Context: an optimization exercise on an open-source flow, tuned for small area. The choices shown serve that exercise and are no tape-out recipe.
Where RTL was checked, it was by simulation tests only, not by an equivalence proof against the original.
No activity file was given, so power comes from the tool's default toggle rates.

==> lagoon <==
==> flow/design.v <==
module pcap_multi_capture #(
    parameter int NCHAN = 4,
    parameter int DW    = 32,
    parameter int ACC_W = 64
) (
    input  logic                  clk_i,
    input  logic                  reset_i,
    input  logic                  arm_i,
    input  logic                  disarm_i,
    input  logic [1:0]            capture_edge_i,
    input  logic [5:0]            shift_sum_i,
    input  logic [2*NCHAN-1:0]    chan_mode_i,
    input  logic                  enable_i,
    input  logic                  gate_i,
    input  logic                  capture_i,
    input  logic [NCHAN*DW-1:0]   posbus_i,
    output logic [DW-1:0]         dat_o,
    output logic                  dat_valid_o,
    input  logic                  dat_ready_i,
    output logic                  actv_o,
    output logic                  done_o,
    output logic [1:0]            status_o,
    output logic [1:0]            health_o
);
    localparam int            IW       = (NCHAN > 1) ? $clog2(NCHAN) : 1;
    localparam logic [IW-1:0] LAST_IDX = IW'(NCHAN - 1);
    localparam logic [1:0] ST_IDLE  = 2'd0;
    localparam logic [1:0] ST_ARMED = 2'd1;
    localparam logic [1:0] ST_RUN   = 2'd2;
    localparam logic [1:0] ST_DRAIN = 2'd3;
    logic [1:0]    state_q, state_d;
    logic          dat_valid_q, dat_valid_d;
    logic          actv_q, done_q, done_d;
    logic [1:0]    status_q, status_d, health_q, health_d;
    logic          enable_q, capture_q;
    logic [IW-1:0] idx_q;
    logic [1:0]    pend_q;
    logic          zf_q;                        
    logic [NCHAN-1:0][DW-1:0]    prev_q;
    logic [NCHAN-1:0][ACC_W-1:0] acc_q;
    logic [NCHAN-1:0][ACC_W-1:0] res_q;         
    logic [NCHAN-1:0]            res_sum_q;     
    logic [5:0]                  sh_q;          
    logic                    edge_s, run_s, cap_s, accept_s, last_s, frame_free_s, start_s, too_close_s;
    logic                    en_rise_s, en_fall_s, end_req_s;
    logic [1:0]              end_status_s;
    logic [NCHAN-1:0][ACC_W-1:0] sum_s;
    logic [NCHAN-1:0]        ovf_s;
    always_comb begin
        case (capture_edge_i)
            2'd1:    edge_s = ~capture_i & capture_q;
            2'd2:    edge_s = capture_i ^ capture_q;
            default: edge_s = capture_i & ~capture_q;
        endcase
        run_s        = (state_q == ST_RUN);
        en_rise_s    = enable_i & ~enable_q;
        en_fall_s    = ~enable_i & enable_q;
        cap_s        = run_s & enable_i & edge_s & ~disarm_i;
        accept_s     = dat_valid_q & dat_ready_i;
        last_s       = (idx_q == LAST_IDX);
        frame_free_s = ~dat_valid_q | (accept_s & last_s);
        start_s      = cap_s & frame_free_s;
        too_close_s  = cap_s & ~frame_free_s;
    end
    logic [DW-1:0] keep_s;
    always_comb begin
        for (int i = 0; i < DW; i++) keep_s[i] = (5'(i) >= shift_sum_i[4:0]);
    end
    always_comb begin
        for (int n = 0; n < NCHAN; n++) begin
            logic [1:0]       mode;
            logic             use_acc, use_ref, use_smp;
            logic [ACC_W-1:0] a, b;
            logic [DW-1:0]    smp;
            mode    = chan_mode_i[2*n +: 2];
            smp     = posbus_i[n*DW +: DW];
            use_ref = cap_s & (mode == 2'd1);
            use_acc = ~zf_q & ~(cap_s & (mode != 2'd2));
            use_smp = gate_i | (cap_s & (mode != 2'd2));
            a[DW-1:0]     = use_acc ? acc_q[n][DW-1:0] : (use_ref ? ~prev_q[n] : '0);
            a[ACC_W-1:DW] = zf_q ? '0 : acc_q[n][ACC_W-1:DW];
            b             = use_smp ? {{(ACC_W-DW){smp[DW-1]}}, smp} : '0;
            sum_s[n]      = a + b + {{(ACC_W-1){1'b0}}, use_ref};
            ovf_s[n]      = (mode == 2'd2) & ~shift_sum_i[5] &
                            (|((sum_s[n][ACC_W-2:DW-1] ^ sum_s[n][ACC_W-1:DW]) & keep_s));
        end
    end
    always_comb begin
        state_d      = state_q;
        dat_valid_d  = dat_valid_q;
        done_d       = 1'b0;
        status_d     = status_q;
        health_d     = health_q;
        end_req_s    = 1'b0;
        end_status_s = 2'd0;
        if (accept_s & last_s) dat_valid_d = 1'b0;
        if (start_s) begin
            dat_valid_d = 1'b1;
            if ((|ovf_s) && (health_q != 2'd1)) health_d = 2'd2;
        end else if (too_close_s) begin
            health_d = 2'd1;
        end
        case (state_q)
            ST_IDLE: begin
                if (arm_i) begin
                    state_d  = ST_ARMED;
                    health_d = 2'd0;
                    status_d = 2'd0;
                end
            end
            ST_ARMED: begin
                if (disarm_i) begin
                    end_req_s    = 1'b1;
                    end_status_s = 2'd1;
                end else if (en_rise_s) begin
                    state_d = ST_RUN;
                end
            end
            ST_RUN: begin
                if (disarm_i) begin
                    end_req_s    = 1'b1;
                    end_status_s = 2'd1;
                end else if (too_close_s) begin
                    end_req_s    = 1'b1;
                    end_status_s = 2'd2;
                end else if (en_fall_s) begin
                    end_req_s    = 1'b1;
                    end_status_s = 2'd0;
                end
            end
            default: begin
                end_req_s    = 1'b1;
                end_status_s = pend_q;
            end
        endcase
        if (end_req_s) begin
            if (dat_valid_d) begin
                state_d = ST_DRAIN;
            end else begin
                state_d  = ST_IDLE;
                done_d   = 1'b1;
                status_d = end_status_s;
            end
        end
    end
    always_ff @(posedge clk_i or posedge reset_i) begin
        if (reset_i) begin
            state_q     <= ST_IDLE;
            dat_valid_q <= 1'b0;
            actv_q      <= 1'b0;
            done_q      <= 1'b0;
            status_q    <= 2'd0;
            health_q    <= 2'd0;
        end else begin
            state_q     <= state_d;
            dat_valid_q <= dat_valid_d;
            actv_q      <= (state_d != ST_IDLE);
            done_q      <= done_d;
            status_q    <= status_d;
            health_q    <= health_d;
        end
    end
    always_ff @(posedge clk_i) begin
        enable_q  <= enable_i;
        capture_q <= capture_i;
        zf_q      <= ~run_s | cap_s;
        if (end_req_s) pend_q <= end_status_s;
        if (start_s) idx_q <= '0;
        else if (accept_s) idx_q <= idx_q + 1'b1;
        acc_q <= sum_s;
        for (int n = 0; n < NCHAN; n++) begin
            if (~run_s | (start_s & (chan_mode_i[2*n +: 2] == 2'd1)))
                prev_q[n] <= posbus_i[n*DW +: DW];
        end
        if (frame_free_s) begin
            res_q <= sum_s;
            sh_q  <= shift_sum_i;
            for (int n = 0; n < NCHAN; n++)
                res_sum_q[n] <= (chan_mode_i[2*n +: 2] == 2'd2);
        end
    end
    logic [ACC_W-1:0] out_res_s, out_sh_s;
    always_comb begin
        out_res_s = res_q[idx_q];
        out_sh_s  = $signed(out_res_s) >>> (res_sum_q[idx_q] ? sh_q : 6'd0);
    end
    assign dat_o       = out_sh_s[DW-1:0];
    assign dat_valid_o = dat_valid_q;
    assign actv_o      = actv_q;
    assign done_o      = done_q;
    assign status_o    = status_q;
    assign health_o    = health_q;
endmodule
==> flow/run.sh <==
#!/bin/bash
# synth_recipe.tcl (not shown) runs the flow's synth.tcl, then flattens the netlist and writes it again
# the make line also repeats each setting of config.mk as NAME=value (left out here)
make -C /OpenROAD-flow-scripts/flow DESIGN_CONFIG=/design/flow/config.mk WORK_HOME=/design/flow/orfs CLKGATE_MAP_FILE= SYNTH_SCRIPT=/design/flow/synth_recipe.tcl finish
==> flow/config.mk <==
export PLATFORM = sky130hd
export DESIGN_NAME = pcap_multi_capture
export DESIGN_NICKNAME = pcap_multi_capture
export VERILOG_FILES = /design/flow/design.v
export SDC_FILE = /design/flow/constraint.sdc
export NUM_CORES = 4
export LEC_CHECK = 0
export CAP_MARGIN = 20
export CORE_MARGIN = 2
export CORE_UTILIZATION = 40
export SLEW_MARGIN = 40
==> flow/constraint.sdc <==
create_clock -name core_clock -period 10.0 [get_ports {clk_i}]
set_input_delay 2.0000 -clock core_clock [delete_from_list [all_inputs] [get_ports {clk_i}]]
set_output_delay 2.0000 -clock core_clock [all_outputs]
set_load 0.01 [all_outputs]
==> inputs of xenon, as changes to lagoon <==
--- a/flow/design.v
+++ b/flow/design.v
@@ -63,8 +63,14 @@
         too_close_s  = cap_s & ~frame_free_s;
     end
     logic [DW-1:0] keep_s;
-    always_comb begin
-        for (int i = 0; i < DW; i++) keep_s[i] = (5'(i) >= shift_sum_i[4:0]);
+    logic          chk_q;                       
+    logic [1:0]    health_s;                    
+    always_comb begin
+        for (int i = 0; i < DW; i++) keep_s[i] = (5'(i) >= sh_q[4:0]);
+        for (int n = 0; n < NCHAN; n++)
+            ovf_s[n] = res_sum_q[n] & ~sh_q[5] &
+                       (|((res_q[n][ACC_W-2:DW-1] ^ res_q[n][ACC_W-1:DW]) & keep_s));
+        health_s = (chk_q & (|ovf_s) & (health_q != 2'd1)) ? 2'd2 : health_q;
     end
     always_comb begin
         for (int n = 0; n < NCHAN; n++) begin
@@ -72,6 +78,7 @@
             logic             use_acc, use_ref, use_smp;
             logic [ACC_W-1:0] a, b;
             logic [DW-1:0]    smp;
+            logic             c32, sb, ao, az;
             mode    = chan_mode_i[2*n +: 2];
             smp     = posbus_i[n*DW +: DW];
             use_ref = cap_s & (mode == 2'd1);
@@ -80,9 +87,35 @@
             a[DW-1:0]     = use_acc ? acc_q[n][DW-1:0] : (use_ref ? ~prev_q[n] : '0);
             a[ACC_W-1:DW] = zf_q ? '0 : acc_q[n][ACC_W-1:DW];
             b             = use_smp ? {{(ACC_W-DW){smp[DW-1]}}, smp} : '0;
-            sum_s[n]      = a + b + {{(ACC_W-1){1'b0}}, use_ref};
-            ovf_s[n]      = (mode == 2'd2) & ~shift_sum_i[5] &
-                            (|((sum_s[n][ACC_W-2:DW-1] ^ sum_s[n][ACC_W-1:DW]) & keep_s));
+            c32 = use_ref;
+            for (int j = 0; j < DW / 8; j++) begin
+                logic co, t;
+                co = (j == 0) ? use_ref : 1'b0;
+                for (int i = 8*j; i < 8*j + 8; i++) begin
+                    sum_s[n][i] = a[i] ^ b[i] ^ co;
+                    co          = (a[i] & b[i]) | (a[i] & co) | (b[i] & co);
+                end
+                if (j == 0) begin
+                    c32 = co;
+                end else begin
+                    t = 1'b1;
+                    for (int i = 8*j; i < 8*j + 8; i++) begin
+                        logic s0;
+                        s0          = sum_s[n][i];
+                        sum_s[n][i] = s0 ^ (c32 & t);
+                        t           = t & s0;
+                    end
+                    c32 = co | (c32 & t);
+                end
+            end
+            sb  = b[DW-1];
+            ao  = 1'b1;
+            az  = 1'b1;
+            for (int i = DW; i < ACC_W; i++) begin
+                sum_s[n][i] = a[i] ^ ((c32 & ~sb & ao) | (~c32 & sb & az));
+                ao = ao & a[i];
+                az = az & ~a[i];
+            end
         end
     end
     always_comb begin
@@ -90,13 +123,12 @@
         dat_valid_d  = dat_valid_q;
         done_d       = 1'b0;
         status_d     = status_q;
-        health_d     = health_q;
+        health_d     = health_s;
         end_req_s    = 1'b0;
         end_status_s = 2'd0;
         if (accept_s & last_s) dat_valid_d = 1'b0;
         if (start_s) begin
             dat_valid_d = 1'b1;
-            if ((|ovf_s) && (health_q != 2'd1)) health_d = 2'd2;
         end else if (too_close_s) begin
             health_d = 2'd1;
         end
@@ -151,6 +183,7 @@
             done_q      <= 1'b0;
             status_q    <= 2'd0;
             health_q    <= 2'd0;
+            chk_q       <= 1'b0;
         end else begin
             state_q     <= state_d;
             dat_valid_q <= dat_valid_d;
@@ -158,6 +191,7 @@
             done_q      <= done_d;
             status_q    <= status_d;
             health_q    <= health_d;
+            chk_q       <= start_s;
         end
     end
     always_ff @(posedge clk_i) begin
@@ -189,5 +223,5 @@
     assign actv_o      = actv_q;
     assign done_o      = done_q;
     assign status_o    = status_q;
-    assign health_o    = health_q;
+    assign health_o    = health_s;
 endmodule
==> flow/flow/run.sh (new file) <==
#!/bin/bash
set -e
export BUFFER_PORTS_ARGS="-buffer_cell sky130_fd_sc_hd__buf_1"
export RECOVER_POWER=100
export CTS_ARGS="-sink_clustering_enable -repair_clock_nets -dont_use_dummy_load -sink_clustering_size 14 -sink_clustering_max_diameter 80 -buf_list {sky130_fd_sc_hd__clkbuf_4 sky130_fd_sc_hd__clkbuf_8}"
bash standard.sh > flow_run.log 2>&1
==> flow/standard.sh (new file) <==
#!/bin/bash
# synth_recipe.tcl (not shown) runs the flow's synth.tcl, then flattens the netlist and writes it again
# the make line also repeats each setting of config.mk as NAME=value (left out here)
make -C /OpenROAD-flow-scripts/flow DESIGN_CONFIG=/design/flow/config.mk WORK_HOME=/design/flow/orfs CLKGATE_MAP_FILE= SYNTH_SCRIPT=/design/flow/synth_recipe.tcl "${@:-finish}"
- CTS_BUF_LIST: default -> sky130_fd_sc_hd__clkbuf_4 sky130_fd_sc_hd__clkbuf_8
removed: flow/run.sh
==> run notes <==
Fraction of met1 tracks used by global routing: xenon 36.99%; lagoon 40.10%
Part of the Yosys area used for sequential elements: xenon 47.44%; lagoon 39.64%
Ratio of total power to cell area: xenon 351.6 nW/µm²; lagoon 298.0 nW/µm²
Outcome: xenon finished clean; lagoon finished clean
Count leader, synth: xenon sky130_fd_sc_hd__edfxtp_1; lagoon sky130_fd_sc_hd__nand2_1
Clock Buffer Count: xenon 56; lagoon 102
Worst slew pin tran: xenon 824.2 ps; lagoon 960.4 ps
M1 wire length: xenon 54910 µm; lagoon 71730 µm
Mean cell area of the mapped netlist: xenon 10.79 µm²; lagoon 9.584 µm²
DIE AREA: xenon 93950 µm²; lagoon 112000 µm²
Insertion delay of the later-clocked pin in the worst-skew pair: xenon 740 ps; lagoon 670 ps
Share of the cycle needed by the critical path after routing: xenon 95.39%; lagoon 91.01%
WHS Endpoint: xenon acc_q[118]; lagoon health_q[0]
Multi-input combinational cell count: xenon 2445; lagoon 3592
Final core area utilization: xenon 45.43%; lagoon 46.22%
Pleak: xenon 15.64 nW; lagoon 20.76 nW
Core box area: xenon 90290 µm²; lagoon 108700 µm²
Num Clock Sinks: xenon 667; lagoon 666
Int Pwr: xenon 7.766 mW; lagoon 8.696 mW
Total via count in the routed design: xenon 27980; lagoon 36890
Only the layout flow was run in lagoon; the RTL was not checked for function there.

port drivers added, routing unchanged:
No port has a modelled driver above. Below, the same layouts with a new extraction and two added sets of constraints. Step 1: set_driving_cell puts a clkbuf_16 on clk_i and a buf_2 on each other input, an assumption about the parent block. Step 2 also shifts input and output timing later by t, the mid clock arrival at the registers, as if the neighbouring blocks saw the same clock. Slacks: no drivers / after step 1 / after step 2; pairs: no drivers / after step 1.
run | t (ns) | setup WS [ns] | worst setup path at the end
lagoon | 0.722 | 0.899 / 0.938 / 0.216 | input to register
xenon | 0.750 | 0.461 / 0.499 / -0.251 | input to register
With both steps, setup timing fails in xenon, where it was met with ideal ports. The setup slack of xenon, which loses most, moves by +0.038 ns with the drivers and by -0.712 ns with both steps.
